This is an optimization exercise on Yosys and OpenROAD, whose aim is small area, not a production implementation. Function was checked by simulation only, so behaviour that the tests miss may differ from the original.

==> tundra: inputs <==
## script_lexer
module script_lexer (
  input  logic        clk,
  input  logic        rst_n,
  input  logic        in_valid,
  output logic        in_stall,
  input  logic [8:0]  in_data,    
  output logic        out_valid,
  input  logic        out_stall,
  output logic [54:0] out_data    
);
Settings: LEC_CHECK=0, ABC_AREA=1, CAP_MARGIN=20, CORE_MARGIN=2, CORE_UTILIZATION=40, CTS_BUF_LIST=sky130_fd_sc_hd__clkbuf_8, GPL_TIMING_DRIVEN=0, PLACE_DENSITY=0.6, SLEW_MARGIN=20; clock period 8.0 ns.
standard.sh (not shown) runs the stock make flow with config.mk's settings and CLKGATE_MAP_FILE= SYNTH_SCRIPT=/design/flow/synth_recipe.tcl, a recipe that flattens the netlist after the stock synthesis.
==> flow/flow/run.sh <==
#!/bin/bash
# The standard layout (standard.sh), with two changes to how it is made:
#  - synthesis maps the logic with the area-oriented ABC script in flow/abc_area.script
#    (a copy of ORFS's scripts folder is used, with only that file replaced);
#  - port buffering uses the smallest buffer, sky130_fd_sc_hd__buf_1.
# Every tool's output goes to the ORFS logs under orfs/logs, and the make output to standard.log.
set -euo pipefail
rm -rf scripts
cp -r "$FLOW_HOME/scripts" scripts
cp flow/abc_area.script scripts/abc_area.script
export SCRIPTS_DIR="$PWD/scripts"
export BUFFER_PORTS_ARGS="-buffer_cell sky130_fd_sc_hd__buf_1"
export SYNTH_INSBUF=0
bash standard.sh > standard.log 2>&1
==> flow/flow/abc_area.script <==
&get -n
&st
&deepsyn -J 200 -T 240
&dch -f
&nf -p -R 1000 -F 16 -A 8 -C 32
&put
topo
stime -c
==> garnet (differences from tundra) <==
--- a/flow/design.v
+++ b/flow/design.v
@@ -10,68 +10,57 @@
   localparam [2:0] OP_HOLD   = 3'd0;
   localparam [2:0] OP_INC    = 3'd1;
   localparam [2:0] OP_DEC    = 3'd5;
   localparam [2:0] OP_ADD    = 3'd3;
   localparam [2:0] OP_CLR    = 3'd4;
   localparam [2:0] OP_ONES   = 3'd7;
   localparam [2:0] OP_FIX    = 3'd6;
   localparam [5:0] M_IDLE      = 6'd1;
-  localparam [5:0] M_INIT      = 6'd36;
+  localparam [5:0] M_INIT      = 6'd9;
   localparam [5:0] M_ID_X      = 6'd0;
-  localparam [5:0] M_ID_T      = 6'd40;
-  localparam [5:0] M_ID_F      = 6'd48;
-  localparam [5:0] M_ZERO      = 6'd2;
-  localparam [5:0] M_DEC_INT   = 6'd42;
-  localparam [5:0] M_HEX_DIG   = 6'd50;
-  localparam [5:0] M_DD_INT    = 6'd58;
-  localparam [5:0] M_DD_INTS   = 6'd38;
-  localparam [5:0] M_FRAC      = 6'd3;
-  localparam [5:0] M_EXP_DIG   = 6'd43;
+  localparam [5:0] M_ID_T      = 6'd8;
+  localparam [5:0] M_ID_F      = 6'd16;
   localparam [5:0] M_STRING    = 6'd37;
+  localparam [5:0] M_ZERO      = 6'd2;
+  localparam [5:0] M_DEC_INT   = 6'd10;
   localparam [5:0] M_DEC_DOT   = 6'd45;
   localparam [5:0] M_DEC_DOTS  = 6'd53;
+  localparam [5:0] M_FRAC      = 6'd3;
   localparam [5:0] M_EXP_E     = 6'd61;
-  localparam [5:0] M_EXP_SIGN  = 6'd39;
-  localparam [5:0] M_GARBAGE   = 6'd47;
-  localparam [5:0] M_TRAIL     = 6'd55;
-  localparam [5:0] M_HEX_X     = 6'd63;
-  localparam [5:0] M_H_ERR     = 6'd5;
-  localparam [5:0] M_OP_DOT    = 6'd46;
+  localparam [5:0] M_EXP_SIGN  = 6'd7;
+  localparam [5:0] M_EXP_DIG   = 6'd11;
+  localparam [5:0] M_GARBAGE   = 6'd15;
+  localparam [5:0] M_TRAIL     = 6'd39;
+  localparam [5:0] M_HEX_X     = 6'd47;
+  localparam [5:0] M_HEX_DIG   = 6'd42;
+  localparam [5:0] M_DD_INT    = 6'd50;
+  localparam [5:0] M_DD_INTS   = 6'd58;
   localparam [5:0] M_STR_EMIT  = 6'd4;
+  localparam [5:0] M_EM_END    = 6'd35;
+  localparam [5:0] M_H_ERR     = 6'd5;
   localparam [5:0] M_H_DD      = 6'd6;
-  localparam [5:0] M_H_AND     = 6'd7;
-  localparam [5:0] M_H_OR      = 6'd8;
-  localparam [5:0] M_H_EQEQ    = 6'd9;
-  localparam [5:0] M_H_NE      = 6'd10;
-  localparam [5:0] M_H_LE      = 6'd11;
-  localparam [5:0] M_H_GE      = 6'd12;
-  localparam [5:0] M_H_ASG     = 6'd13;
-  localparam [5:0] M_H_ADDEQ   = 6'd14;
-  localparam [5:0] M_H_SUBEQ   = 6'd15;
-  localparam [5:0] M_H_MULEQ   = 6'd16;
-  localparam [5:0] M_H_DIVEQ   = 6'd17;
+  localparam [5:0] M_H_XOR     = 6'd24;
+  localparam [5:0] M_H_TIL     = 6'd25;
+  localparam [5:0] M_H_QM      = 6'd30;
+  localparam [5:0] M_H_LP      = 6'd32;
+  localparam [5:0] M_H_RP      = 6'd33;
+  localparam [5:0] M_H_SEMI    = 6'd34;
+  localparam [5:0] M_OP_DOT    = 6'd13;
   localparam [5:0] M_OP_PLUS   = 6'd18;
   localparam [5:0] M_OP_MINUS  = 6'd19;
   localparam [5:0] M_OP_STAR   = 6'd20;
   localparam [5:0] M_OP_SLASH  = 6'd21;
   localparam [5:0] M_OP_AMP    = 6'd22;
   localparam [5:0] M_OP_BAR    = 6'd23;
-  localparam [5:0] M_H_XOR     = 6'd24;
-  localparam [5:0] M_H_TIL     = 6'd25;
   localparam [5:0] M_OP_BANG   = 6'd26;
   localparam [5:0] M_OP_LT     = 6'd27;
   localparam [5:0] M_OP_GT     = 6'd28;
   localparam [5:0] M_OP_EQ     = 6'd29;
-  localparam [5:0] M_H_QM      = 6'd30;
   localparam [5:0] M_OP_COL    = 6'd31;
-  localparam [5:0] M_H_LP      = 6'd32;
-  localparam [5:0] M_H_RP      = 6'd33;
-  localparam [5:0] M_H_SEMI    = 6'd34;
-  localparam [5:0] M_EM_END    = 6'd35;
 module sl_front (
   input  logic [8:0] in_data,    
   output logic       eoi,
   output logic       qt,         
   output logic       dig,        
   output logic       hex,        
   output logic       idch,       
   output logic       idst,       
@@ -98,68 +87,57 @@
   localparam [2:0] OP_HOLD   = 3'd0;
   localparam [2:0] OP_INC    = 3'd1;
   localparam [2:0] OP_DEC    = 3'd5;
   localparam [2:0] OP_ADD    = 3'd3;
   localparam [2:0] OP_CLR    = 3'd4;
   localparam [2:0] OP_ONES   = 3'd7;
   localparam [2:0] OP_FIX    = 3'd6;
   localparam [5:0] M_IDLE      = 6'd1;
-  localparam [5:0] M_INIT      = 6'd36;
+  localparam [5:0] M_INIT      = 6'd9;
   localparam [5:0] M_ID_X      = 6'd0;
-  localparam [5:0] M_ID_T      = 6'd40;
-  localparam [5:0] M_ID_F      = 6'd48;
-  localparam [5:0] M_ZERO      = 6'd2;
-  localparam [5:0] M_DEC_INT   = 6'd42;
-  localparam [5:0] M_HEX_DIG   = 6'd50;
-  localparam [5:0] M_DD_INT    = 6'd58;
-  localparam [5:0] M_DD_INTS   = 6'd38;
-  localparam [5:0] M_FRAC      = 6'd3;
-  localparam [5:0] M_EXP_DIG   = 6'd43;
+  localparam [5:0] M_ID_T      = 6'd8;
+  localparam [5:0] M_ID_F      = 6'd16;
   localparam [5:0] M_STRING    = 6'd37;
+  localparam [5:0] M_ZERO      = 6'd2;
+  localparam [5:0] M_DEC_INT   = 6'd10;
   localparam [5:0] M_DEC_DOT   = 6'd45;
   localparam [5:0] M_DEC_DOTS  = 6'd53;
+  localparam [5:0] M_FRAC      = 6'd3;
   localparam [5:0] M_EXP_E     = 6'd61;
-  localparam [5:0] M_EXP_SIGN  = 6'd39;
-  localparam [5:0] M_GARBAGE   = 6'd47;
-  localparam [5:0] M_TRAIL     = 6'd55;
-  localparam [5:0] M_HEX_X     = 6'd63;
-  localparam [5:0] M_H_ERR     = 6'd5;
-  localparam [5:0] M_OP_DOT    = 6'd46;
+  localparam [5:0] M_EXP_SIGN  = 6'd7;
+  localparam [5:0] M_EXP_DIG   = 6'd11;
+  localparam [5:0] M_GARBAGE   = 6'd15;
+  localparam [5:0] M_TRAIL     = 6'd39;
+  localparam [5:0] M_HEX_X     = 6'd47;
+  localparam [5:0] M_HEX_DIG   = 6'd42;
+  localparam [5:0] M_DD_INT    = 6'd50;
+  localparam [5:0] M_DD_INTS   = 6'd58;
   localparam [5:0] M_STR_EMIT  = 6'd4;
+  localparam [5:0] M_EM_END    = 6'd35;
+  localparam [5:0] M_H_ERR     = 6'd5;
   localparam [5:0] M_H_DD      = 6'd6;
-  localparam [5:0] M_H_AND     = 6'd7;
-  localparam [5:0] M_H_OR      = 6'd8;
-  localparam [5:0] M_H_EQEQ    = 6'd9;
-  localparam [5:0] M_H_NE      = 6'd10;
-  localparam [5:0] M_H_LE      = 6'd11;
-  localparam [5:0] M_H_GE      = 6'd12;
-  localparam [5:0] M_H_ASG     = 6'd13;
-  localparam [5:0] M_H_ADDEQ   = 6'd14;
-  localparam [5:0] M_H_SUBEQ   = 6'd15;
-  localparam [5:0] M_H_MULEQ   = 6'd16;
-  localparam [5:0] M_H_DIVEQ   = 6'd17;
+  localparam [5:0] M_H_XOR     = 6'd24;
+  localparam [5:0] M_H_TIL     = 6'd25;
+  localparam [5:0] M_H_QM      = 6'd30;
+  localparam [5:0] M_H_LP      = 6'd32;
+  localparam [5:0] M_H_RP      = 6'd33;
+  localparam [5:0] M_H_SEMI    = 6'd34;
+  localparam [5:0] M_OP_DOT    = 6'd13;
   localparam [5:0] M_OP_PLUS   = 6'd18;
   localparam [5:0] M_OP_MINUS  = 6'd19;
   localparam [5:0] M_OP_STAR   = 6'd20;
   localparam [5:0] M_OP_SLASH  = 6'd21;
   localparam [5:0] M_OP_AMP    = 6'd22;
   localparam [5:0] M_OP_BAR    = 6'd23;
-  localparam [5:0] M_H_XOR     = 6'd24;
-  localparam [5:0] M_H_TIL     = 6'd25;
   localparam [5:0] M_OP_BANG   = 6'd26;
   localparam [5:0] M_OP_LT     = 6'd27;
   localparam [5:0] M_OP_GT     = 6'd28;
   localparam [5:0] M_OP_EQ     = 6'd29;
-  localparam [5:0] M_H_QM      = 6'd30;
   localparam [5:0] M_OP_COL    = 6'd31;
-  localparam [5:0] M_H_LP      = 6'd32;
-  localparam [5:0] M_H_RP      = 6'd33;
-  localparam [5:0] M_H_SEMI    = 6'd34;
-  localparam [5:0] M_EM_END    = 6'd35;
   logic [7:0] c;
   logic       alpha;
   always_comb begin
     c     = in_data[8:1];
     eoi   = in_data[0];
     alpha = (c >= "a" && c <= "z") || (c >= "A" && c <= "Z");
     dig   = (c >= "0" && c <= "9");
     hex   = dig || (c >= "a" && c <= "f") || (c >= "A" && c <= "F");
@@ -233,68 +211,57 @@
   localparam [2:0] OP_HOLD   = 3'd0;
   localparam [2:0] OP_INC    = 3'd1;
   localparam [2:0] OP_DEC    = 3'd5;
   localparam [2:0] OP_ADD    = 3'd3;
   localparam [2:0] OP_CLR    = 3'd4;
   localparam [2:0] OP_ONES   = 3'd7;
   localparam [2:0] OP_FIX    = 3'd6;
   localparam [5:0] M_IDLE      = 6'd1;
-  localparam [5:0] M_INIT      = 6'd36;
+  localparam [5:0] M_INIT      = 6'd9;
   localparam [5:0] M_ID_X      = 6'd0;
-  localparam [5:0] M_ID_T      = 6'd40;
-  localparam [5:0] M_ID_F      = 6'd48;
-  localparam [5:0] M_ZERO      = 6'd2;
-  localparam [5:0] M_DEC_INT   = 6'd42;
-  localparam [5:0] M_HEX_DIG   = 6'd50;
-  localparam [5:0] M_DD_INT    = 6'd58;
-  localparam [5:0] M_DD_INTS   = 6'd38;
-  localparam [5:0] M_FRAC      = 6'd3;
-  localparam [5:0] M_EXP_DIG   = 6'd43;
+  localparam [5:0] M_ID_T      = 6'd8;
+  localparam [5:0] M_ID_F      = 6'd16;
   localparam [5:0] M_STRING    = 6'd37;
+  localparam [5:0] M_ZERO      = 6'd2;
+  localparam [5:0] M_DEC_INT   = 6'd10;
   localparam [5:0] M_DEC_DOT   = 6'd45;
   localparam [5:0] M_DEC_DOTS  = 6'd53;
+  localparam [5:0] M_FRAC      = 6'd3;
   localparam [5:0] M_EXP_E     = 6'd61;
-  localparam [5:0] M_EXP_SIGN  = 6'd39;
-  localparam [5:0] M_GARBAGE   = 6'd47;
-  localparam [5:0] M_TRAIL     = 6'd55;
-  localparam [5:0] M_HEX_X     = 6'd63;
-  localparam [5:0] M_H_ERR     = 6'd5;
-  localparam [5:0] M_OP_DOT    = 6'd46;
+  localparam [5:0] M_EXP_SIGN  = 6'd7;
+  localparam [5:0] M_EXP_DIG   = 6'd11;
+  localparam [5:0] M_GARBAGE   = 6'd15;
+  localparam [5:0] M_TRAIL     = 6'd39;
+  localparam [5:0] M_HEX_X     = 6'd47;
+  localparam [5:0] M_HEX_DIG   = 6'd42;
+  localparam [5:0] M_DD_INT    = 6'd50;
+  localparam [5:0] M_DD_INTS   = 6'd58;
   localparam [5:0] M_STR_EMIT  = 6'd4;
+  localparam [5:0] M_EM_END    = 6'd35;
+  localparam [5:0] M_H_ERR     = 6'd5;
   localparam [5:0] M_H_DD      = 6'd6;
-  localparam [5:0] M_H_AND     = 6'd7;
-  localparam [5:0] M_H_OR      = 6'd8;
-  localparam [5:0] M_H_EQEQ    = 6'd9;
-  localparam [5:0] M_H_NE      = 6'd10;
-  localparam [5:0] M_H_LE      = 6'd11;
-  localparam [5:0] M_H_GE      = 6'd12;
-  localparam [5:0] M_H_ASG     = 6'd13;
-  localparam [5:0] M_H_ADDEQ   = 6'd14;
-  localparam [5:0] M_H_SUBEQ   = 6'd15;
-  localparam [5:0] M_H_MULEQ   = 6'd16;
-  localparam [5:0] M_H_DIVEQ   = 6'd17;
+  localparam [5:0] M_H_XOR     = 6'd24;
+  localparam [5:0] M_H_TIL     = 6'd25;
+  localparam [5:0] M_H_QM      = 6'd30;
+  localparam [5:0] M_H_LP      = 6'd32;
+  localparam [5:0] M_H_RP      = 6'd33;
+  localparam [5:0] M_H_SEMI    = 6'd34;
+  localparam [5:0] M_OP_DOT    = 6'd13;
   localparam [5:0] M_OP_PLUS   = 6'd18;
   localparam [5:0] M_OP_MINUS  = 6'd19;
   localparam [5:0] M_OP_STAR   = 6'd20;
   localparam [5:0] M_OP_SLASH  = 6'd21;
   localparam [5:0] M_OP_AMP    = 6'd22;
   localparam [5:0] M_OP_BAR    = 6'd23;
-  localparam [5:0] M_H_XOR     = 6'd24;
-  localparam [5:0] M_H_TIL     = 6'd25;
   localparam [5:0] M_OP_BANG   = 6'd26;
   localparam [5:0] M_OP_LT     = 6'd27;
   localparam [5:0] M_OP_GT     = 6'd28;
   localparam [5:0] M_OP_EQ     = 6'd29;
-  localparam [5:0] M_H_QM      = 6'd30;
   localparam [5:0] M_OP_COL    = 6'd31;
-  localparam [5:0] M_H_LP      = 6'd32;
-  localparam [5:0] M_H_RP      = 6'd33;
-  localparam [5:0] M_H_SEMI    = 6'd34;
-  localparam [5:0] M_EM_END    = 6'd35;
   logic [15:0] P, L;                    
   logic [2:0]  ph;
   logic [5:0]  mode, mode_n;
   logic [2:0]  op_r, op0, op_now;
   logic [1:0]  kc;                      
   logic        cinp;                    
   logic        ovf, cy;
   logic        act, p1, l1;
@@ -304,27 +271,16 @@
   logic [5:0]  ext_m, dec_m;
   assign act = (ph == 3'd0) && !ovf;
   assign p1  = &P;
   assign l1  = &L;
   always_comb begin
     bool_id = (mode == M_ID_T && L[2]) || (mode == M_ID_F && L[2] && L[0]);
     case (mode)
       M_H_DD:     km = K_DOTDOT;
-      M_H_AND:    km = K_DOTDOT + 6'd1;
-      M_H_OR:     km = K_DOTDOT + 6'd2;
-      M_H_EQEQ:   km = K_DOTDOT + 6'd3;
-      M_H_NE:     km = K_DOTDOT + 6'd4;
-      M_H_LE:     km = K_DOTDOT + 6'd5;
-      M_H_GE:     km = K_DOTDOT + 6'd6;
-      M_H_ASG:    km = K_DOTDOT + 6'd7;
-      M_H_ADDEQ:  km = K_DOTDOT + 6'd8;
-      M_H_SUBEQ:  km = K_DOTDOT + 6'd9;
-      M_H_MULEQ:  km = K_DOTDOT + 6'd10;
-      M_H_DIVEQ:  km = K_DOTDOT + 6'd11;
       M_H_XOR:    km = K_SINGLE + 6'd6;
       M_H_TIL:    km = K_SINGLE + 6'd7;
       M_H_QM:     km = K_SINGLE + 6'd12;
       M_H_LP:     km = K_SINGLE + 6'd14;
       M_H_RP:     km = K_SINGLE + 6'd15;
       M_H_SEMI:   km = K_SINGLE + 6'd16;
       M_EM_END:   km = K_END;
       M_ID_X, M_ID_T, M_ID_F: km = bool_id ? K_BOOL : K_IDENT;
@@ -341,29 +297,29 @@
       M_OP_PLUS:  km = K_SINGLE + 6'd0;
       M_OP_MINUS: km = K_SINGLE + 6'd1;
       M_OP_STAR:  km = K_SINGLE + 6'd2;
       M_OP_SLASH: km = K_SINGLE + 6'd3;
       default:    km = K_ERROR;
     endcase
     pair = 1'b0;
     case (mode)
-      M_OP_DOT:   begin pkm = M_H_DD;         pair = dot; end
-      M_OP_AMP:   begin pkm = M_H_AND;          pair = amp; end
-      M_OP_BAR:   begin pkm = M_H_OR;           pair = bar; end
-      M_OP_EQ:    begin pkm = M_H_EQEQ;         pair = eq;  end
-      M_OP_BANG:  begin pkm = M_H_NE;           pair = eq;  end
-      M_OP_LT:    begin pkm = M_H_LE;           pair = eq;  end
-      M_OP_GT:    begin pkm = M_H_GE;           pair = eq;  end
-      M_OP_COL:   begin pkm = M_H_ASG;          pair = eq;  end
-      M_OP_PLUS:  begin pkm = M_H_ADDEQ;        pair = eq;  end
-      M_OP_MINUS: begin pkm = M_H_SUBEQ;        pair = eq;  end
-      M_OP_STAR:  begin pkm = M_H_MULEQ;        pair = eq;  end
-      M_OP_SLASH: begin pkm = M_H_DIVEQ;        pair = eq;  end
-      default:    pkm = M_H_DD;
+      M_OP_DOT:   begin pkm = K_DOTDOT;         pair = dot; end
+      M_OP_AMP:   begin pkm = K_DOTDOT + 6'd1;  pair = amp; end
+      M_OP_BAR:   begin pkm = K_DOTDOT + 6'd2;  pair = bar; end
+      M_OP_EQ:    begin pkm = K_DOTDOT + 6'd3;  pair = eq;  end
+      M_OP_BANG:  begin pkm = K_DOTDOT + 6'd4;  pair = eq;  end
+      M_OP_LT:    begin pkm = K_DOTDOT + 6'd5;  pair = eq;  end
+      M_OP_GT:    begin pkm = K_DOTDOT + 6'd6;  pair = eq;  end
+      M_OP_COL:   begin pkm = K_DOTDOT + 6'd7;  pair = eq;  end
+      M_OP_PLUS:  begin pkm = K_DOTDOT + 6'd8;  pair = eq;  end
+      M_OP_MINUS: begin pkm = K_DOTDOT + 6'd9;  pair = eq;  end
+      M_OP_STAR:  begin pkm = K_DOTDOT + 6'd10; pair = eq;  end
+      M_OP_SLASH: begin pkm = K_DOTDOT + 6'd11; pair = eq;  end
+      default:    pkm = K_DOTDOT;
     endcase
     pair = pair && !eoi;
     kwm = (mode == M_ID_T) ? ((L[1:0] == 2'd1 && kw_r) || (L[1:0] == 2'd2 && kw_u) ||
                               (L[1:0] == 2'd3 && kw_e))
                            : ((L[2:0] == 3'd1 && kw_a) || (L[2:0] == 3'd2 && kw_l) ||
                               (L[2:0] == 3'd3 && kw_s) || (L[2:0] == 3'd4 && kw_e));
     at_err  = at && !eoi;
     ext    = 1'b0;
@@ -406,20 +362,16 @@
       M_GARBAGE: begin ext = idch || dot; at_err = 1'b0; end
       M_HEX_X, M_HEX_DIG: begin
         ext   = hex || dot || idch;
         ext_m = hex ? M_HEX_DIG : M_GARBAGE;
         at_err = 1'b0;
       end
       default: at_err = 1'b0;
     endcase
-    if (pair) begin
-      ext   = 1'b1;
-      ext_m = pkm;
-    end
     if (eoi) begin
       ext = 1'b0;
       dec = 1'b0;
     end
   end
   always_comb begin
     idle_grp = (mode == M_IDLE) || (mode == M_EM_END);
     emit_st  = (mode == M_EM_END);
@@ -464,30 +416,30 @@
         mode_n = ext_m;
         op0    = OP_INC;
       end else if (dec) begin
         acc    = 1'b1;
         mode_n = dec_m;
         op0    = OP_DEC;
       end else begin
         emit = 1'b1;
-        kind = at_err ? K_ERROR : km;
+        kind = pair ? pkm : at_err ? K_ERROR : km;
         if (!out_stall) begin
           acc    = 1'b1;
-          mode_n = eoi ? M_EM_END : sfm;
+          mode_n = pair ? M_IDLE : eoi ? M_EM_END : sfm;
           op0    = OP_ADD;
-          kc     = eoi ? 2'd0 : 2'd1;
+          kc     = (eoi && !pair) ? 2'd0 : 2'd1;
         end
       end
     end
   end
   assign out_valid = act && emit;
   assign in_stall  = !(act && acc);
   assign out_data  = {kind, P, P + {15'd0, stroff && !p1},
-                      L, fin};
+                      L[15:2], L[1] | (pair && emit), L[0] && !(pair && emit), fin};
   logic       cin_now;
   logic [2:0] padd;
   logic [2:0] ladd;
   logic [1:0] pw, lw;
   logic       cy_n;
   always_comb begin
     if (ovf)
       op_now = OP_FIX;
==> delta (differences from tundra) <==
==> flow/flow/run.sh (replaced) <==
#!/bin/bash
# The standard layout (standard.sh), with these changes to how it is made:
#  - synthesis maps the logic with the area-oriented ABC script in flow/abc_area.script
#    (a copy of ORFS's scripts folder is used, with only that file replaced);
#  - synthesis does not put buffers on output ports that share a net with a register
#    (SYNTH_INSBUF=0); the layout still gives every port its own buffer;
#  - port buffering uses the smallest buffer, sky130_fd_sc_hd__buf_1.
# Every tool's output goes to the ORFS logs under orfs/logs, and the make output to standard.log.
set -euo pipefail
rm -rf scripts
cp -r "$FLOW_HOME/scripts" scripts
cp flow/abc_area.script scripts/abc_area.script
export SCRIPTS_DIR="$PWD/scripts"
export BUFFER_PORTS_ARGS="-buffer_cell sky130_fd_sc_hd__buf_1"
export SYNTH_INSBUF=0
bash standard.sh > standard.log 2>&1
==> flow/config.mk (replaced) <==
export PLATFORM = sky130hd
export DESIGN_NAME = script_lexer
export DESIGN_NICKNAME = script_lexer
export VERILOG_FILES = /design/flow/design.v
export SDC_FILE = /design/flow/constraint.sdc
export NUM_CORES = 4
export LEC_CHECK = 0
export ABC_AREA = 1
export CAP_MARGIN = 20
export CORE_MARGIN = 2
export CORE_UTILIZATION = 65
export CTS_BUF_LIST = sky130_fd_sc_hd__clkbuf_8
export GPL_ROUTABILITY_DRIVEN = 0
export GPL_TIMING_DRIVEN = 0
export PLACE_DENSITY = 0.75
export SLEW_MARGIN = 20
==> out/results.ini <==
[run_status]
outcome = timing/DRC/antenna clean

[drt]
vias_per_cell = 5.707

[final_layout]
n_fill_cell = 708

[synth]
synthAdderAreaFrac = 0.03636
mappedNetlistArea_sq_um = 2821

[power_and_ir_drop]
p_comb_frac = 0.343

[floorplanning]
dieArea_sq_um = 7741

(the above is from garnet)
==> out/results.ini <==
[run_status]
outcome = timing/DRC/antenna clean

[synth]
synthAdderAreaFrac = 0.03620
synth_edf_count = 3

[worst_setup_path]
cp_num_buf_inv = 1

[power_and_ir_drop]
pwr_density_cell_nw_per_um2 = 395.0

[drt]
vias_per_cell = 6.679

(the above is from delta)
==> out/results.ini <==
[run_status]
outcome = timing/DRC/antenna clean

[synth]
mappedNetlistArea_sq_um = 2834

[floorplanning]
dieArea_sq_um = 7774

[drt]
vias_per_cell = 5.883

(the above is from tundra)

==> static timing again, ports no longer ideal <==
How much do the figures lean on ideal ports? The routed layouts below were timed once more, with nothing changed but the port constraints. Step 1, drivers: a clkbuf_16 drives clk and a buf_2 each remaining input, both assumed. Step 2 moves the port delays by t, midway between the first and last clock arrival at a register: inputs arrive t later, outputs are due t later. That takes back most of the time a late clock gives input paths. Slacks: ideal / step 1 / step 2; pairs: ideal / step 1.
run	t (ns)	setup WS [ns]	hold slack, ns
tundra	0.323	0.468 / 0.475 / 0.152	0.369 / 0.369 / 0.369
garnet	0.328	0.404 / 0.411 / 0.083	0.369 / 0.369 / 0.369
delta	0.326	0.286 / 0.280 / -0.046	0.367 / 0.367 / 0.367
Met with ideal ports but missed after step 2: setup timing in delta. The setup slack of delta, which loses most, moves by -0.006 ns with the drivers and by -0.332 ns with both steps.
